This design comes from an exercise in tuning for small area, a short achievable clock period and few clock cycles on the open sky130 flow, not from production work. The RTL was checked by simulation tests, not by an equivalence proof against the original design. Power is estimated from default activity; no workload was simulated.

`flow/flow/run.sh`:
```
#!/bin/bash
set -euo pipefail
export SETUP_SLACK_MARGIN=9.9
export BUFFER_PORTS_ARGS="-buffer_cell sky130_fd_sc_hd__buf_4"
bash standard.sh > standard.log 2>&1
```
`flow/standard.sh`:
```
#!/bin/bash
# synth_recipe.tcl (not shown) runs the flow's synth.tcl, then flattens the netlist and writes it again
# the make line also repeats each setting of config.mk as NAME=value (left out here)
make -C /OpenROAD-flow-scripts/flow DESIGN_CONFIG=/design/flow/config.mk WORK_HOME=/design/flow/orfs CLKGATE_MAP_FILE= SYNTH_SCRIPT=/design/flow/synth_recipe.tcl "${@:-finish}"
```
`flow/config.mk`:
```
export PLATFORM = sky130hd
export DESIGN_NAME = pcpi_systolic_mmul
export DESIGN_NICKNAME = pcpi_systolic_mmul
export VERILOG_FILES = /design/flow/design.v
export SDC_FILE = /design/flow/constraint.sdc
export NUM_CORES = 4
export LEC_CHECK = 0
export CAP_MARGIN = 20
export CORE_MARGIN = 2
export CORE_UTILIZATION = 40
export CTS_BUF_LIST = sky130_fd_sc_hd__clkbuf_16
export CTS_CLUSTER_DIAMETER = 60
export CTS_CLUSTER_SIZE = 20
export SLEW_MARGIN = 20
```
`flow/constraint.sdc`:
```
create_clock -name core_clock -period 14.0 [get_ports {clk}]
set_input_delay 2.8000 -clock core_clock [delete_from_list [all_inputs] [get_ports {clk}]]
set_output_delay 2.8000 -clock core_clock [all_outputs]
set_load 0.01 [all_outputs]
```
`flow/design.v`:
```
package pcpi_mmul_pkg;
  localparam logic [6:0] OPC_CUSTOM0 = 7'b0001011;
  localparam logic [2:0] F3_WRITE = 3'b000;
  localparam logic [2:0] F3_READ  = 3'b010;
  localparam logic [2:0] F3_RUN   = 3'b111;
  localparam logic [2:0] F3_CLEAR = 3'b101;
  localparam logic [7:0] REG_A      = 8'h00;
  localparam logic [7:0] REG_B      = 8'h40;
  localparam logic [7:0] REG_BIAS   = 8'h80;
  localparam logic [7:0] REG_THRESH = 8'hC0;
  typedef enum logic [1:0] {
    S_IDLE,
    S_RESP,
    S_RUN,
    S_DONE
  } state_t;
endpackage
module pcpi_mmul_pe (
  input  logic [16:0] a,
  input  logic [7:0] one,
  input  logic [7:0] two,
  input  logic [7:0] neg,
  input  logic [32:0] x0,
  input  logic [32:0] x1,
  output logic [32:0] s,
  output logic [32:0] c
);
  wire neg0 = neg[0];
  wire one0 = one[0];
  wire two0 = two[0];
  wire [17:0] pp0 = ({18{one0}} & {a[16], a} | {18{two0}} & {a, 1'b0}) ^ {18{neg0}};
  wire neg1 = neg[1];
  wire one1 = one[1];
  wire two1 = two[1];
  wire [17:0] pp1 = ({18{one1}} & {a[16], a} | {18{two1}} & {a, 1'b0}) ^ {18{neg1}};
  wire neg2 = neg[2];
  wire one2 = one[2];
  wire two2 = two[2];
  wire [17:0] pp2 = ({18{one2}} & {a[16], a} | {18{two2}} & {a, 1'b0}) ^ {18{neg2}};
  wire neg3 = neg[3];
  wire one3 = one[3];
  wire two3 = two[3];
  wire [17:0] pp3 = ({18{one3}} & {a[16], a} | {18{two3}} & {a, 1'b0}) ^ {18{neg3}};
  wire neg4 = neg[4];
  wire one4 = one[4];
  wire two4 = two[4];
  wire [17:0] pp4 = ({18{one4}} & {a[16], a} | {18{two4}} & {a, 1'b0}) ^ {18{neg4}};
  wire neg5 = neg[5];
  wire one5 = one[5];
  wire two5 = two[5];
  wire [17:0] pp5 = ({18{one5}} & {a[16], a} | {18{two5}} & {a, 1'b0}) ^ {18{neg5}};
  wire neg6 = neg[6];
  wire one6 = one[6];
  wire two6 = two[6];
  wire [17:0] pp6 = ({18{one6}} & {a[16], a} | {18{two6}} & {a, 1'b0}) ^ {18{neg6}};
  wire neg7 = neg[7];
  wire one7 = one[7];
  wire two7 = two[7];
  wire [17:0] pp7 = ({18{one7}} & {a[16], a} | {18{two7}} & {a, 1'b0}) ^ {18{neg7}};
  wire s1;
  wire c2;
  assign s1 = pp0[12] ^ pp1[10];
  assign c2 = pp0[12] & pp1[10];
  wire s3;
  wire c4;
  assign s3 = pp0[13] ^ pp1[11];
  assign c4 = pp0[13] & pp1[11];
  wire s5;
  wire c6;
  assign s5 = pp0[14] ^ pp1[12] ^ pp2[10];
  assign c6 = (pp0[14] & pp1[12]) | (pp0[14] & pp2[10]) | (pp1[12] & pp2[10]);
  wire s7;
  wire c8;
  assign s7 = pp3[8] ^ pp4[6];
  assign c8 = pp3[8] & pp4[6];
  wire s9;
  wire c10;
  assign s9 = pp0[15] ^ pp1[13] ^ pp2[11];
  assign c10 = (pp0[15] & pp1[13]) | (pp0[15] & pp2[11]) | (pp1[13] & pp2[11]);
  wire s11;
  wire c12;
  assign s11 = pp3[9] ^ pp4[7];
  assign c12 = pp3[9] & pp4[7];
  wire s13;
  wire c14;
  assign s13 = pp0[16] ^ pp1[14] ^ pp2[12];
  assign c14 = (pp0[16] & pp1[14]) | (pp0[16] & pp2[12]) | (pp1[14] & pp2[12]);
  wire s15;
  wire c16;
  assign s15 = pp3[10] ^ pp4[8];
  assign c16 = pp3[10] & pp4[8];
  wire s17;
  wire c18;
  assign s17 = ~pp0[17] ^ pp1[15] ^ pp2[13];
  assign c18 = (~pp0[17] & pp1[15]) | (~pp0[17] & pp2[13]) | (pp1[15] & pp2[13]);
  wire s19;
  wire c20;
  assign s19 = pp3[11] ^ pp4[9] ^ pp5[7];
  assign c20 = (pp3[11] & pp4[9]) | (pp3[11] & pp5[7]) | (pp4[9] & pp5[7]);
  wire s21;
  wire c22;
  assign s21 = pp1[16] ^ pp2[14] ^ pp3[12];
  assign c22 = (pp1[16] & pp2[14]) | (pp1[16] & pp3[12]) | (pp2[14] & pp3[12]);
  wire s23;
  wire c24;
  assign s23 = pp4[10] ^ pp5[8];
  assign c24 = pp4[10] & pp5[8];
  wire s25;
  wire c26;
  assign s25 = ~pp1[17] ^ pp2[15] ^ pp3[13];
  assign c26 = (~pp1[17] & pp2[15]) | (~pp1[17] & pp3[13]) | (pp2[15] & pp3[13]);
  wire s27;
  wire c28;
  assign s27 = pp2[16] ^ pp3[14];
  assign c28 = pp2[16] & pp3[14];
  wire s29;
  wire c30;
  assign s29 = pp0[6] ^ pp1[4];
  assign c30 = pp0[6] & pp1[4];
  wire s31;
  wire c32;
  assign s31 = pp0[7] ^ pp1[5];
  assign c32 = pp0[7] & pp1[5];
  wire s33;
  wire c34;
  assign s33 = pp0[8] ^ pp1[6] ^ pp2[4];
  assign c34 = (pp0[8] & pp1[6]) | (pp0[8] & pp2[4]) | (pp1[6] & pp2[4]);
  wire s35;
  wire c36;
  assign s35 = pp3[2] ^ pp4[0];
  assign c36 = pp3[2] & pp4[0];
  wire s37;
  wire c38;
  assign s37 = pp0[9] ^ pp1[7] ^ pp2[5];
  assign c38 = (pp0[9] & pp1[7]) | (pp0[9] & pp2[5]) | (pp1[7] & pp2[5]);
  wire s39;
  wire c40;
  assign s39 = pp3[3] ^ pp4[1];
  assign c40 = pp3[3] & pp4[1];
  wire s41;
  wire c42;
  assign s41 = pp0[10] ^ pp1[8] ^ pp2[6];
  assign c42 = (pp0[10] & pp1[8]) | (pp0[10] & pp2[6]) | (pp1[8] & pp2[6]);
  wire s43;
  wire c44;
  assign s43 = pp3[4] ^ pp4[2] ^ pp5[0];
  assign c44 = (pp3[4] & pp4[2]) | (pp3[4] & pp5[0]) | (pp4[2] & pp5[0]);
  wire s45;
  wire c46;
  assign s45 = neg5 ^ x0[10];
  assign c46 = neg5 & x0[10];
  wire s47;
  wire c48;
  assign s47 = pp0[11] ^ pp1[9] ^ pp2[7];
  assign c48 = (pp0[11] & pp1[9]) | (pp0[11] & pp2[7]) | (pp1[9] & pp2[7]);
  wire s49;
  wire c50;
  assign s49 = pp3[5] ^ pp4[3] ^ pp5[1];
  assign c50 = (pp3[5] & pp4[3]) | (pp3[5] & pp5[1]) | (pp4[3] & pp5[1]);
  wire s51;
  wire c52;
  assign s51 = x0[11] ^ x1[11];
  assign c52 = x0[11] & x1[11];
  wire s53;
  wire c54;
  assign s53 = s1 ^ pp2[8] ^ pp3[6];
  assign c54 = (s1 & pp2[8]) | (s1 & pp3[6]) | (pp2[8] & pp3[6]);
  wire s55;
  wire c56;
  assign s55 = pp4[4] ^ pp5[2] ^ pp6[0];
  assign c56 = (pp4[4] & pp5[2]) | (pp4[4] & pp6[0]) | (pp5[2] & pp6[0]);
  wire s57;
  wire c58;
  assign s57 = neg6 ^ x0[12] ^ x1[12];
  assign c58 = (neg6 & x0[12]) | (neg6 & x1[12]) | (x0[12] & x1[12]);
  wire s59;
  wire c60;
  assign s59 = c2 ^ s3 ^ pp2[9];
  assign c60 = (c2 & s3) | (c2 & pp2[9]) | (s3 & pp2[9]);
  wire s61;
  wire c62;
  assign s61 = pp3[7] ^ pp4[5] ^ pp5[3];
  assign c62 = (pp3[7] & pp4[5]) | (pp3[7] & pp5[3]) | (pp4[5] & pp5[3]);
  wire s63;
  wire c64;
  assign s63 = pp6[1] ^ x0[13] ^ x1[13];
  assign c64 = (pp6[1] & x0[13]) | (pp6[1] & x1[13]) | (x0[13] & x1[13]);
  wire s65;
  wire c66;
  assign s65 = c4 ^ s5 ^ s7;
  assign c66 = (c4 & s5) | (c4 & s7) | (s5 & s7);
  wire s67;
  wire c68;
  assign s67 = pp5[4] ^ pp6[2] ^ pp7[0];
  assign c68 = (pp5[4] & pp6[2]) | (pp5[4] & pp7[0]) | (pp6[2] & pp7[0]);
  wire s69;
  wire c70;
  assign s69 = neg7 ^ x0[14] ^ x1[14];
  assign c70 = (neg7 & x0[14]) | (neg7 & x1[14]) | (x0[14] & x1[14]);
  wire s71;
  wire c72;
  assign s71 = c6 ^ c8 ^ s9;
  assign c72 = (c6 & c8) | (c6 & s9) | (c8 & s9);
  wire s73;
  wire c74;
  assign s73 = s11 ^ pp5[5] ^ pp6[3];
  assign c74 = (s11 & pp5[5]) | (s11 & pp6[3]) | (pp5[5] & pp6[3]);
  wire s75;
  wire c76;
  assign s75 = pp7[1] ^ x0[15] ^ x1[15];
  assign c76 = (pp7[1] & x0[15]) | (pp7[1] & x1[15]) | (x0[15] & x1[15]);
  wire s77;
  wire c78;
  assign s77 = c10 ^ c12 ^ s13;
  assign c78 = (c10 & c12) | (c10 & s13) | (c12 & s13);
  wire s79;
  wire c80;
  assign s79 = s15 ^ pp5[6] ^ pp6[4];
  assign c80 = (s15 & pp5[6]) | (s15 & pp6[4]) | (pp5[6] & pp6[4]);
  wire s81;
  wire c82;
  assign s81 = pp7[2] ^ x0[16] ^ x1[16];
  assign c82 = (pp7[2] & x0[16]) | (pp7[2] & x1[16]) | (x0[16] & x1[16]);
  wire s83;
  wire c84;
  assign s83 = c14 ^ c16 ^ s17;
  assign c84 = (c14 & c16) | (c14 & s17) | (c16 & s17);
  wire s85;
  wire c86;
  assign s85 = s19 ^ pp6[5] ^ pp7[3];
  assign c86 = (s19 & pp6[5]) | (s19 & pp7[3]) | (pp6[5] & pp7[3]);
  wire s87;
  wire c88;
  assign s87 = x0[17] ^ x1[17] ^ 1'b1;
  assign c88 = (x0[17] & x1[17]) | (x0[17] & 1'b1) | (x1[17] & 1'b1);
  wire s89;
  wire c90;
  assign s89 = c18 ^ c20 ^ s21;
  assign c90 = (c18 & c20) | (c18 & s21) | (c20 & s21);
  wire s91;
  wire c92;
  assign s91 = s23 ^ pp6[6] ^ pp7[4];
  assign c92 = (s23 & pp6[6]) | (s23 & pp7[4]) | (pp6[6] & pp7[4]);
  wire s93;
  wire c94;
  assign s93 = x0[18] ^ x1[18] ^ 1'b1;
  assign c94 = (x0[18] & x1[18]) | (x0[18] & 1'b1) | (x1[18] & 1'b1);
  wire s95;
  wire c96;
  assign s95 = c22 ^ c24 ^ s25;
  assign c96 = (c22 & c24) | (c22 & s25) | (c24 & s25);
  wire s97;
  wire c98;
  assign s97 = pp4[11] ^ pp5[9] ^ pp6[7];
  assign c98 = (pp4[11] & pp5[9]) | (pp4[11] & pp6[7]) | (pp5[9] & pp6[7]);
  wire s99;
  wire c100;
  assign s99 = pp7[5] ^ x0[19] ^ x1[19];
  assign c100 = (pp7[5] & x0[19]) | (pp7[5] & x1[19]) | (x0[19] & x1[19]);
  wire s101;
  wire c102;
  assign s101 = c26 ^ s27 ^ pp4[12];
  assign c102 = (c26 & s27) | (c26 & pp4[12]) | (s27 & pp4[12]);
  wire s103;
  wire c104;
  assign s103 = pp5[10] ^ pp6[8] ^ pp7[6];
  assign c104 = (pp5[10] & pp6[8]) | (pp5[10] & pp7[6]) | (pp6[8] & pp7[6]);
  wire s105;
  wire c106;
  assign s105 = x0[20] ^ x1[20] ^ 1'b1;
  assign c106 = (x0[20] & x1[20]) | (x0[20] & 1'b1) | (x1[20] & 1'b1);
  wire s107;
  wire c108;
  assign s107 = c28 ^ ~pp2[17] ^ pp3[15];
  assign c108 = (c28 & ~pp2[17]) | (c28 & pp3[15]) | (~pp2[17] & pp3[15]);
  wire s109;
  wire c110;
  assign s109 = pp4[13] ^ pp5[11] ^ pp6[9];
  assign c110 = (pp4[13] & pp5[11]) | (pp4[13] & pp6[9]) | (pp5[11] & pp6[9]);
  wire s111;
  wire c112;
  assign s111 = pp7[7] ^ x0[21] ^ x1[21];
  assign c112 = (pp7[7] & x0[21]) | (pp7[7] & x1[21]) | (x0[21] & x1[21]);
  wire s113;
  wire c114;
  assign s113 = pp3[16] ^ pp4[14] ^ pp5[12];
  assign c114 = (pp3[16] & pp4[14]) | (pp3[16] & pp5[12]) | (pp4[14] & pp5[12]);
  wire s115;
  wire c116;
  assign s115 = pp6[10] ^ pp7[8] ^ x0[22];
  assign c116 = (pp6[10] & pp7[8]) | (pp6[10] & x0[22]) | (pp7[8] & x0[22]);
  wire s117;
  wire c118;
  assign s117 = x1[22] ^ 1'b1;
  assign c118 = x1[22] & 1'b1;
  wire s119;
  wire c120;
  assign s119 = ~pp3[17] ^ pp4[15] ^ pp5[13];
  assign c120 = (~pp3[17] & pp4[15]) | (~pp3[17] & pp5[13]) | (pp4[15] & pp5[13]);
  wire s121;
  wire c122;
  assign s121 = pp6[11] ^ pp7[9] ^ x0[23];
  assign c122 = (pp6[11] & pp7[9]) | (pp6[11] & x0[23]) | (pp7[9] & x0[23]);
  wire s123;
  wire c124;
  assign s123 = pp4[16] ^ pp5[14] ^ pp6[12];
  assign c124 = (pp4[16] & pp5[14]) | (pp4[16] & pp6[12]) | (pp5[14] & pp6[12]);
  wire s125;
  wire c126;
  assign s125 = pp7[10] ^ x0[24];
  assign c126 = pp7[10] & x0[24];
  wire s127;
  wire c128;
  assign s127 = ~pp4[17] ^ pp5[15] ^ pp6[13];
  assign c128 = (~pp4[17] & pp5[15]) | (~pp4[17] & pp6[13]) | (pp5[15] & pp6[13]);
  wire s129;
  wire c130;
  assign s129 = pp5[16] ^ pp6[14];
  assign c130 = pp5[16] & pp6[14];
  wire s131;
  wire c132;
  assign s131 = pp0[2] ^ pp1[0];
  assign c132 = pp0[2] & pp1[0];
  wire s133;
  wire c134;
  assign s133 = pp0[3] ^ pp1[1];
  assign c134 = pp0[3] & pp1[1];
  wire s135;
  wire c136;
  assign s135 = pp0[4] ^ pp1[2] ^ pp2[0];
  assign c136 = (pp0[4] & pp1[2]) | (pp0[4] & pp2[0]) | (pp1[2] & pp2[0]);
  wire s137;
  wire c138;
  assign s137 = neg2 ^ x0[4];
  assign c138 = neg2 & x0[4];
  wire s139;
  wire c140;
  assign s139 = pp0[5] ^ pp1[3] ^ pp2[1];
  assign c140 = (pp0[5] & pp1[3]) | (pp0[5] & pp2[1]) | (pp1[3] & pp2[1]);
  wire s141;
  wire c142;
  assign s141 = x0[5] ^ x1[5];
  assign c142 = x0[5] & x1[5];
  wire s143;
  wire c144;
  assign s143 = s29 ^ pp2[2] ^ pp3[0];
  assign c144 = (s29 & pp2[2]) | (s29 & pp3[0]) | (pp2[2] & pp3[0]);
  wire s145;
  wire c146;
  assign s145 = neg3 ^ x0[6] ^ x1[6];
  assign c146 = (neg3 & x0[6]) | (neg3 & x1[6]) | (x0[6] & x1[6]);
  wire s147;
  wire c148;
  assign s147 = c30 ^ s31 ^ pp2[3];
  assign c148 = (c30 & s31) | (c30 & pp2[3]) | (s31 & pp2[3]);
  wire s149;
  wire c150;
  assign s149 = pp3[1] ^ x0[7] ^ x1[7];
  assign c150 = (pp3[1] & x0[7]) | (pp3[1] & x1[7]) | (x0[7] & x1[7]);
  wire s151;
  wire c152;
  assign s151 = c32 ^ s33 ^ s35;
  assign c152 = (c32 & s33) | (c32 & s35) | (s33 & s35);
  wire s153;
  wire c154;
  assign s153 = neg4 ^ x0[8] ^ x1[8];
  assign c154 = (neg4 & x0[8]) | (neg4 & x1[8]) | (x0[8] & x1[8]);
  wire s155;
  wire c156;
  assign s155 = c34 ^ c36 ^ s37;
  assign c156 = (c34 & c36) | (c34 & s37) | (c36 & s37);
  wire s157;
  wire c158;
  assign s157 = s39 ^ x0[9] ^ x1[9];
  assign c158 = (s39 & x0[9]) | (s39 & x1[9]) | (x0[9] & x1[9]);
  wire s159;
  wire c160;
  assign s159 = c38 ^ c40 ^ s41;
  assign c160 = (c38 & c40) | (c38 & s41) | (c40 & s41);
  wire s161;
  wire c162;
  assign s161 = s43 ^ s45 ^ x1[10];
  assign c162 = (s43 & s45) | (s43 & x1[10]) | (s45 & x1[10]);
  wire s163;
  wire c164;
  assign s163 = c42 ^ c44 ^ c46;
  assign c164 = (c42 & c44) | (c42 & c46) | (c44 & c46);
  wire s165;
  wire c166;
  assign s165 = s47 ^ s49 ^ s51;
  assign c166 = (s47 & s49) | (s47 & s51) | (s49 & s51);
  wire s167;
  wire c168;
  assign s167 = c48 ^ c50 ^ c52;
  assign c168 = (c48 & c50) | (c48 & c52) | (c50 & c52);
  wire s169;
  wire c170;
  assign s169 = s53 ^ s55 ^ s57;
  assign c170 = (s53 & s55) | (s53 & s57) | (s55 & s57);
  wire s171;
  wire c172;
  assign s171 = c54 ^ c56 ^ c58;
  assign c172 = (c54 & c56) | (c54 & c58) | (c56 & c58);
  wire s173;
  wire c174;
  assign s173 = s59 ^ s61 ^ s63;
  assign c174 = (s59 & s61) | (s59 & s63) | (s61 & s63);
  wire s175;
  wire c176;
  assign s175 = c60 ^ c62 ^ c64;
  assign c176 = (c60 & c62) | (c60 & c64) | (c62 & c64);
  wire s177;
  wire c178;
  assign s177 = s65 ^ s67 ^ s69;
  assign c178 = (s65 & s67) | (s65 & s69) | (s67 & s69);
  wire s179;
  wire c180;
  assign s179 = c66 ^ c68 ^ c70;
  assign c180 = (c66 & c68) | (c66 & c70) | (c68 & c70);
  wire s181;
  wire c182;
  assign s181 = s71 ^ s73 ^ s75;
  assign c182 = (s71 & s73) | (s71 & s75) | (s73 & s75);
  wire s183;
  wire c184;
  assign s183 = c72 ^ c74 ^ c76;
  assign c184 = (c72 & c74) | (c72 & c76) | (c74 & c76);
  wire s185;
  wire c186;
  assign s185 = s77 ^ s79 ^ s81;
  assign c186 = (s77 & s79) | (s77 & s81) | (s79 & s81);
  wire s187;
  wire c188;
  assign s187 = c78 ^ c80 ^ c82;
  assign c188 = (c78 & c80) | (c78 & c82) | (c80 & c82);
  wire s189;
  wire c190;
  assign s189 = s83 ^ s85 ^ s87;
  assign c190 = (s83 & s85) | (s83 & s87) | (s85 & s87);
  wire s191;
  wire c192;
  assign s191 = c84 ^ c86 ^ c88;
  assign c192 = (c84 & c86) | (c84 & c88) | (c86 & c88);
  wire s193;
  wire c194;
  assign s193 = s89 ^ s91 ^ s93;
  assign c194 = (s89 & s91) | (s89 & s93) | (s91 & s93);
  wire s195;
  wire c196;
  assign s195 = c90 ^ c92 ^ c94;
  assign c196 = (c90 & c92) | (c90 & c94) | (c92 & c94);
  wire s197;
  wire c198;
  assign s197 = s95 ^ s97 ^ s99;
  assign c198 = (s95 & s97) | (s95 & s99) | (s97 & s99);
  wire s199;
  wire c200;
  assign s199 = c96 ^ c98 ^ c100;
  assign c200 = (c96 & c98) | (c96 & c100) | (c98 & c100);
  wire s201;
  wire c202;
  assign s201 = s101 ^ s103 ^ s105;
  assign c202 = (s101 & s103) | (s101 & s105) | (s103 & s105);
  wire s203;
  wire c204;
  assign s203 = c102 ^ c104 ^ c106;
  assign c204 = (c102 & c104) | (c102 & c106) | (c104 & c106);
  wire s205;
  wire c206;
  assign s205 = s107 ^ s109 ^ s111;
  assign c206 = (s107 & s109) | (s107 & s111) | (s109 & s111);
  wire s207;
  wire c208;
  assign s207 = c108 ^ c110 ^ c112;
  assign c208 = (c108 & c110) | (c108 & c112) | (c110 & c112);
  wire s209;
  wire c210;
  assign s209 = s113 ^ s115 ^ s117;
  assign c210 = (s113 & s115) | (s113 & s117) | (s115 & s117);
  wire s211;
  wire c212;
  assign s211 = c114 ^ c116 ^ c118;
  assign c212 = (c114 & c116) | (c114 & c118) | (c116 & c118);
  wire s213;
  wire c214;
  assign s213 = s119 ^ s121 ^ x1[23];
  assign c214 = (s119 & s121) | (s119 & x1[23]) | (s121 & x1[23]);
  wire s215;
  wire c216;
  assign s215 = c120 ^ c122 ^ s123;
  assign c216 = (c120 & c122) | (c120 & s123) | (c122 & s123);
  wire s217;
  wire c218;
  assign s217 = s125 ^ x1[24] ^ 1'b1;
  assign c218 = (s125 & x1[24]) | (s125 & 1'b1) | (x1[24] & 1'b1);
  wire s219;
  wire c220;
  assign s219 = c124 ^ c126 ^ s127;
  assign c220 = (c124 & c126) | (c124 & s127) | (c126 & s127);
  wire s221;
  wire c222;
  assign s221 = pp7[11] ^ x0[25] ^ x1[25];
  assign c222 = (pp7[11] & x0[25]) | (pp7[11] & x1[25]) | (x0[25] & x1[25]);
  wire s223;
  wire c224;
  assign s223 = c128 ^ s129 ^ pp7[12];
  assign c224 = (c128 & s129) | (c128 & pp7[12]) | (s129 & pp7[12]);
  wire s225;
  wire c226;
  assign s225 = x0[26] ^ x1[26] ^ 1'b1;
  assign c226 = (x0[26] & x1[26]) | (x0[26] & 1'b1) | (x1[26] & 1'b1);
  wire s227;
  wire c228;
  assign s227 = c130 ^ ~pp5[17] ^ pp6[15];
  assign c228 = (c130 & ~pp5[17]) | (c130 & pp6[15]) | (~pp5[17] & pp6[15]);
  wire s229;
  wire c230;
  assign s229 = pp7[13] ^ x0[27] ^ x1[27];
  assign c230 = (pp7[13] & x0[27]) | (pp7[13] & x1[27]) | (x0[27] & x1[27]);
  wire s231;
  wire c232;
  assign s231 = pp6[16] ^ pp7[14] ^ x0[28];
  assign c232 = (pp6[16] & pp7[14]) | (pp6[16] & x0[28]) | (pp7[14] & x0[28]);
  wire s233;
  wire c234;
  assign s233 = x1[28] ^ 1'b1;
  assign c234 = x1[28] & 1'b1;
  wire s235;
  wire c236;
  assign s235 = ~pp6[17] ^ pp7[15] ^ x0[29];
  assign c236 = (~pp6[17] & pp7[15]) | (~pp6[17] & x0[29]) | (pp7[15] & x0[29]);
  wire s237;
  wire c238;
  assign s237 = pp7[16] ^ x0[30];
  assign c238 = pp7[16] & x0[30];
  wire s239;
  wire c240;
  assign s239 = pp0[0] ^ neg0;
  assign c240 = pp0[0] & neg0;
  wire s241;
  wire c242;
  assign s241 = pp0[1] ^ x0[1];
  assign c242 = pp0[1] & x0[1];
  wire s243;
  wire c244;
  assign s243 = s131 ^ neg1 ^ x0[2];
  assign c244 = (s131 & neg1) | (s131 & x0[2]) | (neg1 & x0[2]);
  wire s245;
  wire c246;
  assign s245 = c132 ^ s133 ^ x0[3];
  assign c246 = (c132 & s133) | (c132 & x0[3]) | (s133 & x0[3]);
  wire s247;
  wire c248;
  assign s247 = c134 ^ s135 ^ s137;
  assign c248 = (c134 & s135) | (c134 & s137) | (s135 & s137);
  wire s249;
  wire c250;
  assign s249 = c136 ^ c138 ^ s139;
  assign c250 = (c136 & c138) | (c136 & s139) | (c138 & s139);
  wire s251;
  wire c252;
  assign s251 = c140 ^ c142 ^ s143;
  assign c252 = (c140 & c142) | (c140 & s143) | (c142 & s143);
  wire s253;
  wire c254;
  assign s253 = c144 ^ c146 ^ s147;
  assign c254 = (c144 & c146) | (c144 & s147) | (c146 & s147);
  wire s255;
  wire c256;
  assign s255 = c148 ^ c150 ^ s151;
  assign c256 = (c148 & c150) | (c148 & s151) | (c150 & s151);
  wire s257;
  wire c258;
  assign s257 = c152 ^ c154 ^ s155;
  assign c258 = (c152 & c154) | (c152 & s155) | (c154 & s155);
  wire s259;
  wire c260;
  assign s259 = c156 ^ c158 ^ s159;
  assign c260 = (c156 & c158) | (c156 & s159) | (c158 & s159);
  wire s261;
  wire c262;
  assign s261 = c160 ^ c162 ^ s163;
  assign c262 = (c160 & c162) | (c160 & s163) | (c162 & s163);
  wire s263;
  wire c264;
  assign s263 = c164 ^ c166 ^ s167;
  assign c264 = (c164 & c166) | (c164 & s167) | (c166 & s167);
  wire s265;
  wire c266;
  assign s265 = c168 ^ c170 ^ s171;
  assign c266 = (c168 & c170) | (c168 & s171) | (c170 & s171);
  wire s267;
  wire c268;
  assign s267 = c172 ^ c174 ^ s175;
  assign c268 = (c172 & c174) | (c172 & s175) | (c174 & s175);
  wire s269;
  wire c270;
  assign s269 = c176 ^ c178 ^ s179;
  assign c270 = (c176 & c178) | (c176 & s179) | (c178 & s179);
  wire s271;
  wire c272;
  assign s271 = c180 ^ c182 ^ s183;
  assign c272 = (c180 & c182) | (c180 & s183) | (c182 & s183);
  wire s273;
  wire c274;
  assign s273 = c184 ^ c186 ^ s187;
  assign c274 = (c184 & c186) | (c184 & s187) | (c186 & s187);
  wire s275;
  wire c276;
  assign s275 = c188 ^ c190 ^ s191;
  assign c276 = (c188 & c190) | (c188 & s191) | (c190 & s191);
  wire s277;
  wire c278;
  assign s277 = c192 ^ c194 ^ s195;
  assign c278 = (c192 & c194) | (c192 & s195) | (c194 & s195);
  wire s279;
  wire c280;
  assign s279 = c196 ^ c198 ^ s199;
  assign c280 = (c196 & c198) | (c196 & s199) | (c198 & s199);
  wire s281;
  wire c282;
  assign s281 = c200 ^ c202 ^ s203;
  assign c282 = (c200 & c202) | (c200 & s203) | (c202 & s203);
  wire s283;
  wire c284;
  assign s283 = c204 ^ c206 ^ s207;
  assign c284 = (c204 & c206) | (c204 & s207) | (c206 & s207);
  wire s285;
  wire c286;
  assign s285 = c208 ^ c210 ^ s211;
  assign c286 = (c208 & c210) | (c208 & s211) | (c210 & s211);
  wire s287;
  wire c288;
  assign s287 = c212 ^ c214 ^ s215;
  assign c288 = (c212 & c214) | (c212 & s215) | (c214 & s215);
  wire s289;
  wire c290;
  assign s289 = c216 ^ c218 ^ s219;
  assign c290 = (c216 & c218) | (c216 & s219) | (c218 & s219);
  wire s291;
  wire c292;
  assign s291 = c220 ^ c222 ^ s223;
  assign c292 = (c220 & c222) | (c220 & s223) | (c222 & s223);
  wire s293;
  wire c294;
  assign s293 = c224 ^ c226 ^ s227;
  assign c294 = (c224 & c226) | (c224 & s227) | (c226 & s227);
  wire s295;
  wire c296;
  assign s295 = c228 ^ c230 ^ s231;
  assign c296 = (c228 & c230) | (c228 & s231) | (c230 & s231);
  wire s297;
  wire c298;
  assign s297 = c232 ^ c234 ^ s235;
  assign c298 = (c232 & c234) | (c232 & s235) | (c234 & s235);
  wire s299;
  wire c300;
  assign s299 = c236 ^ s237 ^ x1[30];
  assign c300 = (c236 & s237) | (c236 & x1[30]) | (s237 & x1[30]);
  wire s301;
  wire c302;
  assign s301 = c238 ^ ~pp7[17] ^ x0[31];
  assign c302 = (c238 & ~pp7[17]) | (c238 & x0[31]) | (~pp7[17] & x0[31]);
  wire s303;
  wire c304;
  assign s303 = x0[32] ^ x1[32];
  assign c304 = x0[32] & x1[32];
  wire s305;
  wire c306;
  assign s305 = s239 ^ x0[0];
  assign c306 = s239 & x0[0];
  wire s307;
  wire c308;
  assign s307 = c240 ^ s241 ^ x1[1];
  assign c308 = (c240 & s241) | (c240 & x1[1]) | (s241 & x1[1]);
  wire s309;
  wire c310;
  assign s309 = c242 ^ s243 ^ x1[2];
  assign c310 = (c242 & s243) | (c242 & x1[2]) | (s243 & x1[2]);
  wire s311;
  wire c312;
  assign s311 = c244 ^ s245 ^ x1[3];
  assign c312 = (c244 & s245) | (c244 & x1[3]) | (s245 & x1[3]);
  wire s313;
  wire c314;
  assign s313 = c246 ^ s247 ^ x1[4];
  assign c314 = (c246 & s247) | (c246 & x1[4]) | (s247 & x1[4]);
  wire s315;
  wire c316;
  assign s315 = c248 ^ s249 ^ s141;
  assign c316 = (c248 & s249) | (c248 & s141) | (s249 & s141);
  wire s317;
  wire c318;
  assign s317 = c250 ^ s251 ^ s145;
  assign c318 = (c250 & s251) | (c250 & s145) | (s251 & s145);
  wire s319;
  wire c320;
  assign s319 = c252 ^ s253 ^ s149;
  assign c320 = (c252 & s253) | (c252 & s149) | (s253 & s149);
  wire s321;
  wire c322;
  assign s321 = c254 ^ s255 ^ s153;
  assign c322 = (c254 & s255) | (c254 & s153) | (s255 & s153);
  wire s323;
  wire c324;
  assign s323 = c256 ^ s257 ^ s157;
  assign c324 = (c256 & s257) | (c256 & s157) | (s257 & s157);
  wire s325;
  wire c326;
  assign s325 = c258 ^ s259 ^ s161;
  assign c326 = (c258 & s259) | (c258 & s161) | (s259 & s161);
  wire s327;
  wire c328;
  assign s327 = c260 ^ s261 ^ s165;
  assign c328 = (c260 & s261) | (c260 & s165) | (s261 & s165);
  wire s329;
  wire c330;
  assign s329 = c262 ^ s263 ^ s169;
  assign c330 = (c262 & s263) | (c262 & s169) | (s263 & s169);
  wire s331;
  wire c332;
  assign s331 = c264 ^ s265 ^ s173;
  assign c332 = (c264 & s265) | (c264 & s173) | (s265 & s173);
  wire s333;
  wire c334;
  assign s333 = c266 ^ s267 ^ s177;
  assign c334 = (c266 & s267) | (c266 & s177) | (s267 & s177);
  wire s335;
  wire c336;
  assign s335 = c268 ^ s269 ^ s181;
  assign c336 = (c268 & s269) | (c268 & s181) | (s269 & s181);
  wire s337;
  wire c338;
  assign s337 = c270 ^ s271 ^ s185;
  assign c338 = (c270 & s271) | (c270 & s185) | (s271 & s185);
  wire s339;
  wire c340;
  assign s339 = c272 ^ s273 ^ s189;
  assign c340 = (c272 & s273) | (c272 & s189) | (s273 & s189);
  wire s341;
  wire c342;
  assign s341 = c274 ^ s275 ^ s193;
  assign c342 = (c274 & s275) | (c274 & s193) | (s275 & s193);
  wire s343;
  wire c344;
  assign s343 = c276 ^ s277 ^ s197;
  assign c344 = (c276 & s277) | (c276 & s197) | (s277 & s197);
  wire s345;
  wire c346;
  assign s345 = c278 ^ s279 ^ s201;
  assign c346 = (c278 & s279) | (c278 & s201) | (s279 & s201);
  wire s347;
  wire c348;
  assign s347 = c280 ^ s281 ^ s205;
  assign c348 = (c280 & s281) | (c280 & s205) | (s281 & s205);
  wire s349;
  wire c350;
  assign s349 = c282 ^ s283 ^ s209;
  assign c350 = (c282 & s283) | (c282 & s209) | (s283 & s209);
  wire s351;
  wire c352;
  assign s351 = c284 ^ s285 ^ s213;
  assign c352 = (c284 & s285) | (c284 & s213) | (s285 & s213);
  wire s353;
  wire c354;
  assign s353 = c286 ^ s287 ^ s217;
  assign c354 = (c286 & s287) | (c286 & s217) | (s287 & s217);
  wire s355;
  wire c356;
  assign s355 = c288 ^ s289 ^ s221;
  assign c356 = (c288 & s289) | (c288 & s221) | (s289 & s221);
  wire s357;
  wire c358;
  assign s357 = c290 ^ s291 ^ s225;
  assign c358 = (c290 & s291) | (c290 & s225) | (s291 & s225);
  wire s359;
  wire c360;
  assign s359 = c292 ^ s293 ^ s229;
  assign c360 = (c292 & s293) | (c292 & s229) | (s293 & s229);
  wire s361;
  wire c362;
  assign s361 = c294 ^ s295 ^ s233;
  assign c362 = (c294 & s295) | (c294 & s233) | (s295 & s233);
  wire s363;
  wire c364;
  assign s363 = c296 ^ s297 ^ x1[29];
  assign c364 = (c296 & s297) | (c296 & x1[29]) | (s297 & x1[29]);
  wire s365;
  wire c366;
  assign s365 = c298 ^ s299 ^ 1'b1;
  assign c366 = (c298 & s299) | (c298 & 1'b1) | (s299 & 1'b1);
  wire s367;
  wire c368;
  assign s367 = c300 ^ s301 ^ x1[31];
  assign c368 = (c300 & s301) | (c300 & x1[31]) | (s301 & x1[31]);
  wire s369;
  wire c370;
  assign s369 = c302 ^ s303 ^ 1'b1;
  assign c370 = (c302 & s303) | (c302 & 1'b1) | (s303 & 1'b1);
  assign s = {c368, c366, c364, c362, c360, c358, c356, c354, c352, c350, c348, c346, c344, c342, c340, c338, c336, c334, c332, c330, c328, c326, c324, c322, c320, c318, c316, c314, c312, c310, c308, c306, s305};
  assign c = {s369, s367, s365, s363, s361, s359, s357, s355, s353, s351, s349, s347, s345, s343, s341, s339, s337, s335, s333, s331, s329, s327, s325, s323, s321, s319, s317, s315, s313, s311, s309, s307, x1[0]};
endmodule
module pcpi_systolic_mmul #(
  parameter int N    = 3,
  parameter int DW   = 16,
  parameter int ACCW = 2*DW+$clog2(N)+1
) (
  input  logic        clk,
  input  logic        resetn,
  input  logic        pcpi_valid,
  input  logic [31:0] pcpi_insn,
  input  logic [31:0] pcpi_rs1,
  input  logic [31:0] pcpi_rs2,
  output logic        pcpi_wr,
  output logic [31:0] pcpi_rd,
  output logic        pcpi_wait,
  output logic        pcpi_ready
);
  localparam int NN = 9;
  localparam int PW = 33;
  logic [15:0]   a_m    [NN];
  logic [15:0]   b_m    [NN];
  logic [15:0]   thresh;
  logic [PW-1:0] cp     [NN];
  logic [PW-1:0] c_m    [NN];    
  logic [NN-1:0] c_ovf;          
  logic          c_zero;         
  function automatic logic [8:0] rot_row(input logic [8:0] x);
    rot_row = {x[7:6], x[8], x[4:3], x[5], x[1:0], x[2]};
  endfunction
  function automatic logic [8:0] rot_col(input logic [8:0] x);
    rot_col = {x[5:0], x[8:6]};
  endfunction
  logic [2:0] f3;
  logic       is_op, blocked;
  logic       f_write, f_read, f_run, f_clear, accept;
  assign f3      = pcpi_insn[14:12];
  assign is_op   = pcpi_valid && (pcpi_insn[6:0] == pcpi_mmul_pkg::OPC_CUSTOM0) && !blocked;
  assign f_write = is_op && (f3 == pcpi_mmul_pkg::F3_WRITE);
  assign f_read  = is_op && (f3 == pcpi_mmul_pkg::F3_READ);
  assign f_run   = is_op && (f3 == pcpi_mmul_pkg::F3_RUN);
  assign f_clear = is_op && (f3 == pcpi_mmul_pkg::F3_CLEAR);
  assign accept  = f_write || f_read || f_run || f_clear;
  logic [7:0] idx;
  logic [8:0] idx_oh;      
  logic       hi_zero, w_ok;
  assign idx     = pcpi_rs1[7:0];
  assign hi_zero = (pcpi_rs1[31:8] == '0);
  always_comb
    for (int k = 0; k < NN; k++) idx_oh[k] = (idx[3:0] == 4'(k));
  assign w_ok    = hi_zero && (((idx[7:6] != 2'b11) && (idx[5:4] == 2'b00) && (|idx_oh))
                               || (idx == pcpi_mmul_pkg::REG_THRESH));
  logic [PW-1:0] rd_raw;
  logic          rd_ovf;
  logic [31:0]   rd_val;
  always_comb begin
    rd_raw = '0;
    rd_ovf = 1'b0;
    for (int k = 0; k < NN; k++) begin
      rd_raw = rd_raw | (c_m[k] & {PW{idx_oh[k]}});
      rd_ovf = rd_ovf | (c_ovf[k] & idx_oh[k]);
    end
    rd_val = rd_ovf ? {rd_raw[32], {31{~rd_raw[32]}}} : rd_raw[31:0];
    if (idx[7:4] != 4'd0 || c_zero) rd_val = '0;
  end
  logic          rst_q;        
  logic          w_pend;       
  logic [1:0]    w_mat;        
  logic [8:0]    w_oh;         
  logic [2:0]    w_r, w_c;     
  logic [15:0]   w_data;       
  logic        s1_act;
  logic [8:0]  s1_tgt;
  logic [8:0] tgt0;
  always_comb
    tgt0 = (w_mat == 2'd0) ? {2'b00, w_r[2], 2'b00, w_r[1], 2'b00, w_r[0]} : {6'd0, w_c};
  logic       nx_isa;          
  logic       nx_bias;         
  logic [1:0] nx_cnt;          
  logic ld0, ld_ab, ld_bias, step, step_bias;
  assign ld0       = w_pend && (w_mat != 2'd3);
  assign ld_ab     = w_pend && !w_mat[1];
  assign ld_bias   = w_pend && (w_mat == 2'd2);
  assign step      = !ld0 && (nx_cnt != 2'd0);
  assign step_bias = step && nx_bias;
  logic [8:0]  sel_a, sel_b;
  logic [15:0] mux_a, mux_b, m_val, op_val;
  logic        m_from_b;
  logic [16:0] delta, mcand;
  always_comb begin
    m_from_b = ld_ab ? (w_mat == 2'd1) : (step && !nx_isa);
    mux_a = '0;
    mux_b = '0;
    for (int k = 0; k < NN; k++) begin
      mux_a = mux_a | ({16{sel_a[k]}} & a_m[k]);
      mux_b = mux_b | ({16{sel_b[k]}} & b_m[k]);
    end
    m_val  = m_from_b ? mux_b : mux_a;
    op_val = m_from_b ? mux_a : mux_b;
    delta  = {w_data[15], w_data} - {m_val[15], m_val};
    mcand  = (ld_bias || step_bias) ? {m_val[15], m_val} : delta;
  end
  logic [7:0] b_one, b_two, b_neg;
  always_comb begin
    for (int i = 0; i < 8; i++) begin
      logic [2:0] d;
      d = {op_val[2*i+1], op_val[2*i], (i == 0) ? 1'b0 : op_val[(i == 0) ? 0 : 2*i-1]};
      b_neg[i] = d[2] & ~(d[1] & d[0]);
      b_one[i] = d[1] ^ d[0];
      b_two[i] = (d == 3'b011) || (d == 3'b100);
    end
  end
  logic [16:0]   s1_delta;
  logic [7:0]    s1_one, s1_two, s1_neg;
  logic [1:0]    s1_xm;
  logic [8:0]    s2_tgt;       
  logic [PW-1:0] s2_s, s2_c, cp_sum;
  logic [PW-1:0] x0, x1, pp_s, pp_c;
  always_comb begin
    x0 = '0;
    for (int k = 0; k < NN; k++)
      x0 = x0 | (cp[k] & {PW{s1_tgt[k] && s1_xm == 2'd0}});
    x0 = x0 | ({{17{w_data[15]}}, w_data} & {PW{s1_xm == 2'd1}})
            | (s2_s & {PW{s1_xm == 2'd2}});
    x1 = s2_c & {PW{s1_xm == 2'd2}};
  end
  pcpi_mmul_pe u_mul (
    .a   (s1_delta),
    .one (s1_one),
    .two (s1_two),
    .neg (s1_neg),
    .x0  (x0),
    .x1  (x1),
    .s   (pp_s),
    .c   (pp_c)
  );
  assign cp_sum = s2_s + s2_c;
  function automatic logic ge16(input logic [15:0] x, input logic [15:0] y);
    logic [15:0] g, q;
    logic [7:0]  g1, q1;
    logic [3:0]  g2, q2;
    logic [1:0]  g3, q3;
    g = x & ~y;
    q = x | ~y;
    for (int i = 0; i < 8; i++) begin
      g1[i] = g[2*i+1] | (q[2*i+1] & g[2*i]);
      q1[i] = q[2*i+1] & q[2*i];
    end
    for (int i = 0; i < 4; i++) begin
      g2[i] = g1[2*i+1] | (q1[2*i+1] & g1[2*i]);
      q2[i] = q1[2*i+1] & q1[2*i];
    end
    for (int i = 0; i < 2; i++) begin
      g3[i] = g2[2*i+1] | (q2[2*i+1] & g2[2*i]);
      q3[i] = q2[2*i+1] & q2[2*i];
    end
    ge16 = g3[1] | (q3[1] & (g3[0] | q3[0]));
  endfunction
  function automatic logic ge_t(input logic [PW-1:0] v, input logic [15:0] t);
    if (v[32:15] == '0 || v[32:15] == '1)
      ge_t = ge16({~v[15], v[14:0]}, {~t[15], t[14:0]});
    else
      ge_t = ~v[32];
  endfunction
  logic [8:0] mask;
  always_comb
    for (int k = 0; k < NN; k++) mask[k] = ge_t(cp[k], thresh);
  logic run_pend, busy, answer;
  assign busy   = w_pend || s1_act || (nx_cnt != '0) || (s2_tgt != '0);
  assign answer = run_pend && !busy;
  always_ff @(posedge clk) begin
    pcpi_wr <= f3[1];
    pcpi_rd <= f3[0] ? {23'd0, mask} : rd_val;
    w_mat   <= idx[7:6];
    w_oh    <= idx_oh;
    w_r     <= {idx_oh[8] | idx_oh[7] | idx_oh[6], idx_oh[5] | idx_oh[4] | idx_oh[3], idx_oh[2] | idx_oh[1] | idx_oh[0]};
    w_c     <= {idx_oh[8] | idx_oh[5] | idx_oh[2], idx_oh[7] | idx_oh[4] | idx_oh[1], idx_oh[6] | idx_oh[3] | idx_oh[0]};
    if (!resetn || f_write) w_data <= resetn ? pcpi_rs2[15:0] : 16'd0;
    if (!resetn) begin
      rst_q      <= 1'b1;
      blocked    <= 1'b0;
      pcpi_ready <= 1'b0;
      pcpi_wait  <= 1'b0;
      run_pend   <= 1'b0;
      w_pend     <= 1'b0;
    end else begin
      rst_q      <= 1'b0;
      pcpi_ready <= f_write || f_read || f_clear || answer;
      if (!pcpi_valid) blocked <= 1'b0;
      if (accept) blocked <= 1'b1;
      w_pend <= f_write && w_ok;
      if (f_run) begin
        run_pend  <= 1'b1;
        pcpi_wait <= 1'b1;
      end
      if (answer) begin
        run_pend  <= 1'b0;
        pcpi_wait <= 1'b0;
      end
    end
  end
  always_ff @(posedge clk) begin
    if (!resetn || f_clear) c_zero <= 1'b1;
    else if (answer)        c_zero <= 1'b0;
    for (int k = 0; k < NN; k++)
      if (answer) begin
        c_m[k]   <= cp[k];
        c_ovf[k] <= cp[k][32] ^ cp[k][31];
      end
  end
  always_ff @(posedge clk) begin
    for (int k = 0; k < NN; k++) begin
      if (rst_q || (w_pend && w_mat == 2'd0 && w_oh[k])) a_m[k] <= w_data;
      if (rst_q || (w_pend && w_mat == 2'd1 && w_oh[k])) b_m[k] <= w_data;
    end
    if (rst_q || (w_pend && w_mat == 2'd3)) thresh <= w_data;
  end
  always_ff @(posedge clk) begin
    if (!resetn) begin
      s1_act <= 1'b0;
      nx_cnt <= '0;
    end else if (ld0) begin
      s1_act   <= 1'b1;
      s1_delta <= mcand;
      s1_tgt   <= ld_bias ? w_oh : tgt0;
      s1_xm    <= ld_bias ? 2'd1 : (s1_act && (s1_tgt & tgt0) != '0) ? 2'd2 : 2'd0;
      nx_cnt   <= 2'd2;
      nx_isa   <= (w_mat != 2'd1);
      nx_bias  <= ld_bias;
    end else if (step) begin
      s1_act <= 1'b1;
      if (nx_bias) s1_delta <= mcand;
      s1_tgt <= nx_bias ? s1_tgt : nx_isa ? rot_row(s1_tgt) : rot_col(s1_tgt);
      s1_xm  <= nx_bias ? 2'd2 : 2'd0;
      nx_cnt <= nx_cnt - 2'd1;
    end else begin
      s1_act <= 1'b0;
    end
    s1_one <= b_one;
    s1_two <= b_two;
    s1_neg <= b_neg;
  end
  logic [2:0] i_r, i_c;
  logic       rot_a, rot_b, bias_now;
  always_comb begin
    i_r = {idx_oh[8] | idx_oh[7] | idx_oh[6], idx_oh[5] | idx_oh[4] | idx_oh[3], idx_oh[2] | idx_oh[1] | idx_oh[0]};
    i_c = {idx_oh[8] | idx_oh[5] | idx_oh[2], idx_oh[7] | idx_oh[4] | idx_oh[1], idx_oh[6] | idx_oh[3] | idx_oh[0]};
    rot_a    = ld0 ? (w_mat != 2'd0) : (step && (!nx_isa || nx_bias));
    rot_b    = ld0 ? (w_mat != 2'd1) : (step && nx_isa);
    bias_now = ld0 ? ld_bias : nx_bias;
  end
  always_ff @(posedge clk) begin
    if (f_write) begin
      case (idx[7:6])
        2'd0: begin                                    
          sel_a <= idx_oh;
          sel_b <= {2'b00, i_c[2], 2'b00, i_c[1], 2'b00, i_c[0]};
        end
        2'd1: begin                                    
          sel_a <= {6'd0, i_r};
          sel_b <= idx_oh;
        end
        default: begin                                 
          sel_a <= {2'b00, i_r[2], 2'b00, i_r[1], 2'b00, i_r[0]};
          sel_b <= {6'd0, i_c};
        end
      endcase
    end else begin
      if (rot_a) sel_a <= bias_now ? rot_row(sel_a) : rot_col(sel_a);
      if (rot_b) sel_b <= bias_now ? rot_col(sel_b) : rot_row(sel_b);
    end
  end
  always_ff @(posedge clk) begin
    if (!resetn) begin
      s2_tgt <= '0;
      s2_s   <= '0;
      s2_c   <= '0;
    end else begin
      s2_tgt <= s1_act ? s1_tgt : 9'd0;
      s2_s   <= pp_s;
      s2_c   <= pp_c;
    end
    for (int k = 0; k < NN; k++)
      if (rst_q || s2_tgt[k]) cp[k] <= cp_sum;
  end
endmodule
```
==> results of run 1 <==
-- power by group through the flow --
stage	Combinational [mW]	Clock (mW)	Sequential, mW
floorplan	4.48	0	5.31
global placement	5.92	0	5.86
detailed placement	6.03	0	5.88
CTS	6.16	2.89	5.78
global route	7.23	3.01	5.88
finish	6.28	2.86	5.83
-- Yosys cell counts (16+ instances only) --
cell type / instances
xor2_1: 35
and3_1: 31
a31oi_1: 25
nor4_1: 36
fa_1: 154
xnor2_1: 151
mux2_2: 18
edfxtp_1: 971
nand3_1: 77
buf_1: 35
a31o_2: 30
nor2_1: 90
a221oi_1: 138
inv_1: 273
o22ai_1: 28
mux2i_1: 49
a22o_1: 88
and2_1: 101
nand4_1: 37
dfxtp_1: 158
a211oi_1: 16
nand2_1: 161
nand2b_1: 44
maj3_1: 44
ha_1: 110
clkbuf_1: 214
a222oi_1: 69
o21ai_0: 67
a21o_1: 43
a22oi_1: 281
nor2b_1: 27
a21oi_1: 109
nor3_1: 40
-- worst max-delay path: stages --
cell       delay [ns]
buf_6            0.15
nor2b_4          0.16
and3b_2          0.26
a221oi_4         0.36
nand2_4          0.12
buf_4            0.17
bufbuf_16        0.32
a31o_4           0.22
a21oi_1          0.12
-- final timing paths --
| path | cells past startpoint | to |
|---|---|---|
| worst max-delay path | 9 | pcpi_rd[14] |
| worst min register to register | 0 | c_m[0][0] |
| worst max register to register | 9 | cp[6][31] |
| worst min-delay path | 0 | c_m[0][0] |
-- metrics by stage --
stage / hold WS [ns] / area, µm²
floorplan: 0.437 / 53900
global placement: 0.460 / 56200
detailed placement: 0.463 / 56200
CTS: 0.463 / 60500
global route: 0.492 / 61400
finish: 0.459 / 61400
-- repair_timing --
item                                    CTS  global route
gates resized for setup                 106            78
endpoints found under the hold margin     0             0
setup buffers                            40            52
pin swaps                                 9            18
cloned                                    8            13
endpoints found under the setup margin  145           102
-- cell usage in the layout, fill, tap and decap left out, drive strengths merged, types with 44 or more instances in the layout --
cell type / n
a21oi: 109
a221oi: 139
a222oi: 69
a22o: 88
a22oi: 281
and2: 104
buf: 264
clkbuf: 104
dfxtp: 158
edfxtp: 971
fa: 154
ha: 110
inv: 315
maj3: 58
mux2i: 49
nand2: 163
nand2b: 44
nand3: 79
nor2: 91
o21ai: 70
xnor2: 151
-- cell type report --
type / count / share of cell area (%)
inverter: 280 / 1.72
sequential: 1129 / 52.7
clock inverter: 77 / 1.66
clock buffer: 93 / 3.79
timing repair buffer: 281 / 4.58
tap: 1755 / 3.57
antenna: 3 / 0.0122
multi-input combinational: 2287 / 32.0
-- state kept, by name, summed over array words and instances, names as in the netlist, 16 cells and up --
| register | cells |
|---|---|
| a_m | 144 |
| b_m | 144 |
| c_m | 297 |
| cp | 297 |
| pcpi_rd | 32 |
| s1_delta | 17 |
| s2_c | 33 |
| s2_s | 33 |
| thresh | 16 |
| w_data | 16 |
-- layer usage --
metal,vias up,wire length [µm],track usage (%)
met1,18417,70000,34.7
met5,-,25,0
met2,2258,82100,40.1
li1,15416,-,-
met3,429,19900,4.74
met4,4,7390,8.69
-- cells by family (layout without fill, tap and decap cells) --
kind of cell	Yosys count	after routing	synth area share, %
compound gates	1005	1005	14.4
xor+xnor	186	186	3.07
fa+ha+maj	322	322	9.52
buf+inv	544	731	3.88
flops	1129	1129	60.8
mux	67	67	1.30
other cells	0	3	0
simple gates	702	707	6.99
==> metrics.md, run 1 <==
| Metric | Value |
|---|---|
| 1st-pass router iterations | 7 |
| Vias per inst | between 6 and 7 |
| Sequential Power Share | 38.9% |
| Die width | between 300 and 400 µm |
| Fin worst setup slack | 9.93 ns |
| Io pins | 134 |
| Max Buffers Root-to-Sink | 3 |
| Placed cell count | 5619 |
| Antenna Nets Post-Route | 0 |
| Initial antenna violation count | 9 |
| RSZ-0062 raised after global routing | yes |
| Final Hold Vio Count | 0 |
| Syn avg cell area | about 13 µm² |
| Worst reg-to-reg setup slack | 9.99 ns |
| H-tree depth | 3 |
| Max-Cap Viols | 0 |
| Power consumption | 15.0 mW |
| Ys flop type | edfxtp_1 |
| Slew Viols, Final | 0 |
| Synthesis Warnings | 5 |
| Post-synthesis register bit count | 1129 |
| Synthesized instance count | between 3000 and 4000 |
| Filler cell count | 11530 |
| Gr ovfl total | 0 |
| Netlist cell types | 80 |
| Reg clk slew, reported paths | 0.08 ns |
| Clock Latency Late Sink | 0.74 ns |
| Wire length per cell | 30.4 µm |
| Status | timing/DRC/antenna clean |
| Critical path origin | pcpi_rs1[2] |
| Critical Path RT | 14.64 ns |
| Fmax | 246 MHz |
| CTS tree | yes |
| Vias | 36524 |
| DP HPWL | 109000 µm |
| Layout Utilization | 46.7% |
| Sw Ratio | 40.3% |
| Area of the multi-input gates | 19700 µm² |
| Post-synth top area share | 54.9% |
| WS Path Type | input port to register |
| Net Sw Power | 6.04 mW |
| Worst path arrival time | 4.71 ns |
| Worst Setup Start Kind | input port |
| Final WL | 179000 µm |
| DIE HEIGHT | 369 µm |
| Dominant cell type by area after synthesis | edfxtp_1 |
| Final GP Congestion | roughly 0.95 |
| # DRC | 0 |
| Crit Path Max Fanout | 15 |
| Die Area | 136000 µm² |
| Top cells by area, synth | edfxtp_1 (55%), dfxtp_1 (6.0%), fa_1 (5.8%) |
| Slew headroom | 15.3% |
| CTS buffer count | 92 |
| Clk sinks | 1129 |
| # port buffers | between 90 and 100 |
| Vias in the first global route | 34779 |
| Fin nets | ~4400 |
| Iter 0 DRT Violations | 5382 |
| CTS Root Cell | clkbuf_16 |
| Gate power share | 41.9% |
| Setup tns final | 0 ns |
| First-pass GRT wire length | 249000 µm |
| Leak | 22.3 nW |
| P_int | 8.94 mW |
| Min cycle time layout | 4.07 ns |
| EDFF count, synth | just under 1000 |
| Initial Util | just over 40% |
| Syn Nets | 4318 |
| Worst r2r src | s2_s[1] |
| DP Worst Slack | 8.11 ns |
| Worst IR Drop VDD | 0.000167 V |
| Core Box Area | 132000 µm² |
| Worst Tran Pin Value | approximately 1.3 ns |
| Hold Startpoint | cp[0][0] |
| Hold Path Class | register to register |
| Final Setup Violations | 0 |
| Final period util | 29.0% |
| Pwr per Cell Area | approximately 240 nW/µm² |
| FF+latch area | between 30000 and 40000 µm² |
| Syn Std Cell Area | between 50000 and 60000 µm² |
| Total track usage | 25.2% |
| Largest net degree at the start of global routing | 169 |
| Sequential area share after synthesis | about three fifths |
| Layout cells sized above 1 | 15.7% |
| Clock power share | a little under a fifth |
| Row count | 133 |
| Asr flop ratio synth | 0% |
| Kind of end point of the critical path | register |
| Clk_skew | 0.0640 ns |
| Final cell count without fillers | 5905 |
| # hold bufs at CTS | 0 |
| Area Overhead vs Synth | 15.6% |
Testbench counts, summed over its fixed seeds: cycles 19,035.
==> inputs of run 2 (changes only) <==
==> flow/flow/run.sh (replaced) <==
#!/bin/bash
set -euo pipefail
export SETUP_SLACK_MARGIN=9.95
export BUFFER_PORTS_ARGS="-buffer_cell sky130_fd_sc_hd__buf_4"
bash standard.sh > standard.log 2>&1
==> run 2 against run 1 <==
  * Via count is 0.43% higher
  * Sequential share of layout area is 0.21 points lower
  * Clock power is 6% lower
  * Flip-flop and latch count stayed put
  * Final area increased by 0.43%
  * Synthesized cell count is the same
==> metrics.md, run 2 <==
| Metric | Value |
|---|---|
| Status | timing/DRC/antenna clean |
| RSZ-0062 raised after global routing | yes |
| Pwr per Cell Area | 241 nW/µm² (-0.95%) |
| Vias in the first global route | 34878 (+0.28%) |
| Initial antenna violation count | 6 (-3) |
| Fmax | 245 MHz (-0.20%) |
| CTS Root Cell | clkbuf_16 |
| Slew headroom | 15.2% (-0.12 points) |
| Area of the multi-input gates | 19700 µm² (about the same) |
| DP HPWL | 108000 µm (-0.84%) |
| Io pins | 134 (unchanged) |
| Sequential area share after synthesis | 60.8% (unchanged) |
| Top cells by area, synth | edfxtp_1 (55%), dfxtp_1 (6.0%), fa_1 (5.8%) |
| Min cycle time layout | 4.07 ns (+0.00805 ns) |
| Fin nets | 4469 (+0.79%) |
| CTS tree | yes |
| Slew Viols, Final | 0 (unchanged) |
| Reg clk slew, reported paths | 0.08 ns (about the same) |
| Antenna Nets Post-Route | 0 (unchanged) |
| Final GP Congestion | 0.957 (+0.28%) |
| 1st-pass router iterations | 12 (+5) |
| Ys flop type | edfxtp_1 |
| Clk sinks | 1129 (unchanged) |
| Final period util | 29.1% (+0.058 points) |
| Area Overhead vs Synth | 16.1% |
| Clk_skew | 0.0709 ns (+0.00694 ns) |
| Worst path arrival time | 1.27 ns (-3.44 ns) |
| Sequential Power Share | 39.2% (+0.3 points) |
| Synthesized instance count | 3955 (unchanged) |
| Core Box Area | 132000 µm² (unchanged) |
| Worst Tran Pin Value | 1.26 ns (+0.00178 ns) |
| Max-Cap Viols | 0 (unchanged) |
| Net Sw Power | 6.01 mW (-0.48%) |
| Asr flop ratio synth | 0% (unchanged) |
| Most frequent cells in the layout | edfxtp_1 (971), a22oi_1 (278), inv_1 (275) |
| Kind of end point of the critical path | output pin |
| DIE HEIGHT | 369 µm (unchanged) |
| Clock Latency Late Sink | 0.75 ns (about the same) |
| Filler cell count | 11446 (-0.73%) |
| Gate power share | 42.7% (+0.8 points) |
| Leak | 22.5 nW (+0.79%) |
| Sw Ratio | 40.3% (about the same) |
| Row count | 133 (unchanged) |
| CP peak stage delay | 0.41 ns (+0.05 ns) |
| Worst IR Drop VDD | 0.000153 V (-8.1%) |
| Vias per inst | 6.18 (about the same) |
| Die Area | 136000 µm² (unchanged) |
| Biggest regs | c_m (297), cp (297) |
| Gr ovfl total | 0 (unchanged) |
| # port buffers | 95 (unchanged) |
| Iter 0 DRT Violations | 5791 (+7.6%) |
| Syn Nets | 4318 (unchanged) |
| # DRC | 0 (unchanged) |
| Post-synthesis register bit count | 1129 (unchanged) |
| Post-synth top area share | 54.9% (unchanged) |
| Netlist cell types | 80 (unchanged) |
| Syn avg cell area | 13.4 µm² (unchanged) |
| Layout cells sized above 1 | 16.5% (+0.82 points) |
| Most common cell in the netlist | edfxtp_1 |
| Die width | 369 µm (unchanged) |
| CTS buffer count | 87 (-5.4%) |
| WS Path Type | register to output pin |
| Largest net degree at the start of global routing | 150 (-11%) |
| Clock power share | 18.1% (-1.0 points) |
| CP Cell Sequence | buf_6 |
| Critical Path RT | 11.20 ns (-3.44 ns) |
| FF+latch area | 32400 µm² (about the same) |
| Final Hold Vio Count | 0 (unchanged) |
| First-pass GRT wire length | 249000 µm (about the same) |
| Synthesis Warnings | 5 (unchanged) |
| Syn Std Cell Area | 53100 µm² (unchanged) |
| Vias | 36682 (+0.43%) |
| Commonest non-fill, non-tap cell in the layout | edfxtp_1 |
| # hold bufs at CTS | 0 (unchanged) |
| EDFF count, synth | 971 (unchanged) |
| Commonest cells post-synth | edfxtp_1 (971), a22oi_1 (281), inv_1 (273), clkbuf_1 (214), nand2_1 (161) |
| Crit Path Max Fanout | 1 (-14) |
| Initial Util | 40.4% (unchanged) |
| Hold Path Class | register to register |
| Max Buffers Root-to-Sink | 3 (unchanged) |
| Final WL | 181000 µm (+0.76%) |
| P_int | 8.89 mW (-0.57%) |
| Crit path buffers/inverters | 1 (-2) |
| Final Setup Violations | 0 (unchanged) |
| H-tree depth | 3 (unchanged) |
| Total track usage | 25.3% (+0.054 points) |
| Setup tns final | 0 ns (unchanged) |
| Wire length per cell | 30.5 µm (+0.27%) |
| Dominant cell type by area after synthesis | edfxtp_1 |
| Critical path's slowest cell | dfxtp_4 |
| Worst Setup Start Kind | register |
| WHS | 0.472 ns (+0.0136 ns) |
| Worst path top cell family by delay | flip-flops |
-- run 2: power by group through the flow --
stage	clock (mW)	sequential, mW	combinational, mW
2_1_floorplan	0	5.31	4.48
3_3_place_gp	0	5.88	5.87
3_5_place_dp	0	5.90	6.03
4_1_cts	2.70	5.78	6.25
5_1_grt	2.83	5.88	7.30
6_report	2.69	5.84	6.37
-- run 2: timing repair --
| item | CTS | global route |
|---|---|---|
| endpoints found under the hold margin | 0 | 0 |
| setup endpoints to repair | 154 | 197 |
| pin swaps | 7 | 26 |
| setup buffers | 62 | 70 |
| gates cloned | 12 | 13 |
| gates resized for setup | 129 | 77 |
-- run 2: path summary, 6_finish.rpt --
| path | start | end | slack [ns] | depth (start not counted) |
|---|---|---|---|---|
| setup / recovery | pcpi_rd[0] | pcpi_rd[0] | 9.93 | 1 |
| hold / removal | cp[2][0] | c_m[2][0] | 0.47 | 0 |
| setup reg to reg | s1_xm[1] | s2_c[24] | 10.00 | 15 |
| hold reg to reg | cp[2][0] | c_m[2][0] | 0.47 | 0 |
-- run 2: cell families after synthesis --
group | share of synthesized area, %
fa+ha+maj | 9.52
mux | 1.30
xor+xnor | 3.07
compound gates | 14.4
buf+inv | 3.88
flops | 60.8
simple gates | 6.99
-- run 2: layout make-up --
cell class / instances / area share [%]
antenna: 2 / 0.00811
clock buffer: 90 / 3.65
clock inverter: 70 / 1.33
inverter: 280 / 1.72
multi-input combinational: 2286 / 31.9
sequential: 1129 / 52.4
tap: 1755 / 3.56
timing repair buffer: 322 / 5.41
-- run 2: layer usage --
layer	GRT usage, %	share of wire (%)
met4	9.66	5.0
met1	34.2	39
met5	0	0.028
met3	5.09	11
met2	40.1	45
-- run 2: metrics by stage --
step | cell area [µm²] | cells | util [%] | setup slack (ns) | power (mW)
floorplan | 54000 | 3955 | - | 8.21 | 9.79
global placement | 56100 | 5615 | 42.7 | 7.82 | 11.8
detailed placement | 56100 | 5615 | 42.7 | 7.80 | 11.9
CTS | 60600 | 5849 | 46.0 | 9.90 | 14.7
global route | 61700 | 5932 | 46.9 | 9.83 | 16.0
finish | 61700 | 5934 | 46.9 | 9.93 | 14.9
==> inputs of run 3 (changes only) <==
==> flow/flow/run.sh (replaced) <==
#!/bin/bash
set -euo pipefail
export SETUP_SLACK_MARGIN=9.8
export BUFFER_PORTS_ARGS="-buffer_cell sky130_fd_sc_hd__buf_4"
bash standard.sh > standard.log 2>&1
--- a/flow/config.mk
+++ b/flow/config.mk
@@ -9,6 +9,6 @@
 export CORE_MARGIN = 2
 export CORE_UTILIZATION = 40
 export CTS_BUF_LIST = sky130_fd_sc_hd__clkbuf_16
-export CTS_CLUSTER_DIAMETER = 60
-export CTS_CLUSTER_SIZE = 20
+export CTS_CLUSTER_DIAMETER = 80
+export CTS_CLUSTER_SIZE = 24
 export SLEW_MARGIN = 20
==> run 3 against run 2 <==
  * Non-clock buffer count is 70 lower
  * Flip-flop and latch count did not move
  * Die area unchanged
  * Final area is 3.5% lower
  * Final cell count is 2.1% lower
  * Sequential power about the same
  * Highest routed layer is now met4
==> metrics.md, run 3 <==
| Metric | Value |
|---|---|
| Final WL | 175000 µm (-3.4%) |
| Reg clk slew, reported paths | 0.10 ns (+0.02 ns) |
| Total track usage | 24.4% (-0.92 points) |
| Vias per inst | 6.17 (-0.26%) |
| Filler cell count | 11697 (+2.2%) |
| CP Cell Sequence | buf_4 > nor2b_4 > and3b_2 > buf_12 > a22o_1 > a221oi_1 > a31o_4 > a21oi_2 > a21oi_1 > o21ai_1 |
| CTS tree | yes |
| Row count | 133 (unchanged) |
| Clk_skew | 0.0743 ns (+0.00338 ns) |
| Commonest cells post-synth | edfxtp_1 (971), a22oi_1 (281), inv_1 (273), clkbuf_1 (214), nand2_1 (161) |
| # hold bufs at CTS | 0 (unchanged) |
| Setup tns final | 0 ns (unchanged) |
| Critical path's slowest cell | a221oi_1 |
| Hold Path Class | register to register |
| Syn Std Cell Area | 53100 µm² (unchanged) |
| Crit Path Max Fanout | 18 (+17) |
| CP peak stage delay | 0.36 ns (-0.05 ns) |
| Post-synth top area share | 54.9% (unchanged) |
| Critical Path RT | 14.59 ns (+3.39 ns) |
| Vias in the first global route | 34345 (-1.5%) |
| Dominant cell type by area after synthesis | edfxtp_1 |
| Critical path origin | pcpi_rs1[2] |
| Gr ovfl total | 0 (unchanged) |
| Status | timing/DRC/antenna clean |
| Layout cells sized above 1 | 12.7% (-3.8 points) |
| DR WL met3 | 18500 µm (-9.6%) |
| Io pins | 134 (unchanged) |
| Initial antenna violation count | 5 (-1) |
| Biggest regs | c_m (297), cp (297) |
| Min cycle time layout | 4.18 ns (+0.106 ns) |
| 1st-pass router iterations | 10 (-2) |
| # DRC | 0 (unchanged) |
| WS Path Type | input port to register |
| Met2 routed wirelength | 79200 µm (-2.9%) |
run 3: changes by cell type in the layout (fill, tap and decap cells not counted), sizes merged:
cell,before,now
nand2,162,161
clkbuf,102,72
nor2b,27,28
inv,311,312
diode,2,0
buf,301,238
clkinv,24,12
bufbuf,9,1
and2,104,105
clkinvlp,9,5
bufinv,6,1
run 3: metal layers:
metal | global-route usage [%] | vias up
met4 | 8.51 | 0
met3 | 4.42 | 422
met1 | 33.4 | 18091
li1 | - | 15231
met2 | 38.9 | 2092
met5 | 0 | -
run 3: path summary, 6_finish.rpt:
kind / endpoint / slack, ns / cells past startpoint
max: pcpi_rd[1] / 9.82 / 10
max reg2reg: s2_c[15] / 9.90 / 10
min reg2reg: c_m[2][25] / 0.49 / 0
min: c_m[2][25] / 0.49 / 0
run 3: power by group:
group / internal (mW) / total, mW / leakage [nW] / switching (mW)
Combinational: 2.60 / 6.22 / 9.82 / 3.62
Clock: 0.817 / 1.95 / 1.01 / 1.13
Sequential: 4.87 / 5.84 / 10.6 / 0.975
run 3: final cells by class:
| type | instances | area [µm²] | area share (%) |
|---|---|---|---|
| clock buffers | 59 | 1480 | 2.48 |
| clock inverters | 50 | 392 | 0.658 |
| flip-flops and latches | 1129 | 32300 | 54.3 |
| inverters | 280 | 1060 | 1.78 |
| repair buffers | 252 | 2500 | 4.20 |
| well taps | 1755 | 2200 | 3.69 |
| multi-input cells | 2287 | 19600 | 32.9 |
run 3: metrics by stage:
stage               power, mW  area [µm²]  std cells  hold slack [ns]  util, %
floorplan                9.78       53900       3955            0.437        -
global placement         11.7       56100       5615            0.457     42.6
detailed placement       11.9       56100       5615            0.463     42.6
CTS                      13.9       58500       5749            0.475     44.5
global route             15.1       59500       5812            0.500     45.2
finish                   14.0       59500       5812            0.488     45.2
run 3: cell families (layout without fill, tap and decap cells):
logic type,Yosys count,count (layout),synth area share [%]
flip-flops,1129,1129,60.8
AO/OA/AOI/OAI,1005,1005,14.4
AND/OR/NAND/NOR,702,707,6.99
buffers and inverters,544,641,3.88
adder cells (fa/ha/maj),322,322,9.52
XOR/XNOR,186,186,3.07
multiplexers,67,67,1.30
run 3: worst reg2reg max path, delay by kind of cell, from the launching register on:
family	cells	cell delay, ns
adders and majority gates	5	2.41
AOI/OAI and AO/OA	1	0.22
xor gates and xnor gates	1	0.25
DFF	1	0.80
and+or+nand+nor	1	0.16
buffers and inverters	2	0.10
run 3: what timing repair did:
action | CTS | global route
setup buffers | 22 | 47
cloned | 3 | 16
gates resized for setup | 77 | 74
setup endpoints to repair | 204 | 188
pin swaps | 3 | 13
hold endpoints to repair | 0 | 0

Check on run 3: ideal ports give 9.820 ns setup slack; a clkbuf_16 on the clock port and buf_2 on the inputs give 9.829 ns; moving port delays by the midpoint clock arrival (0.770 ns) as well gives 9.100 ns.
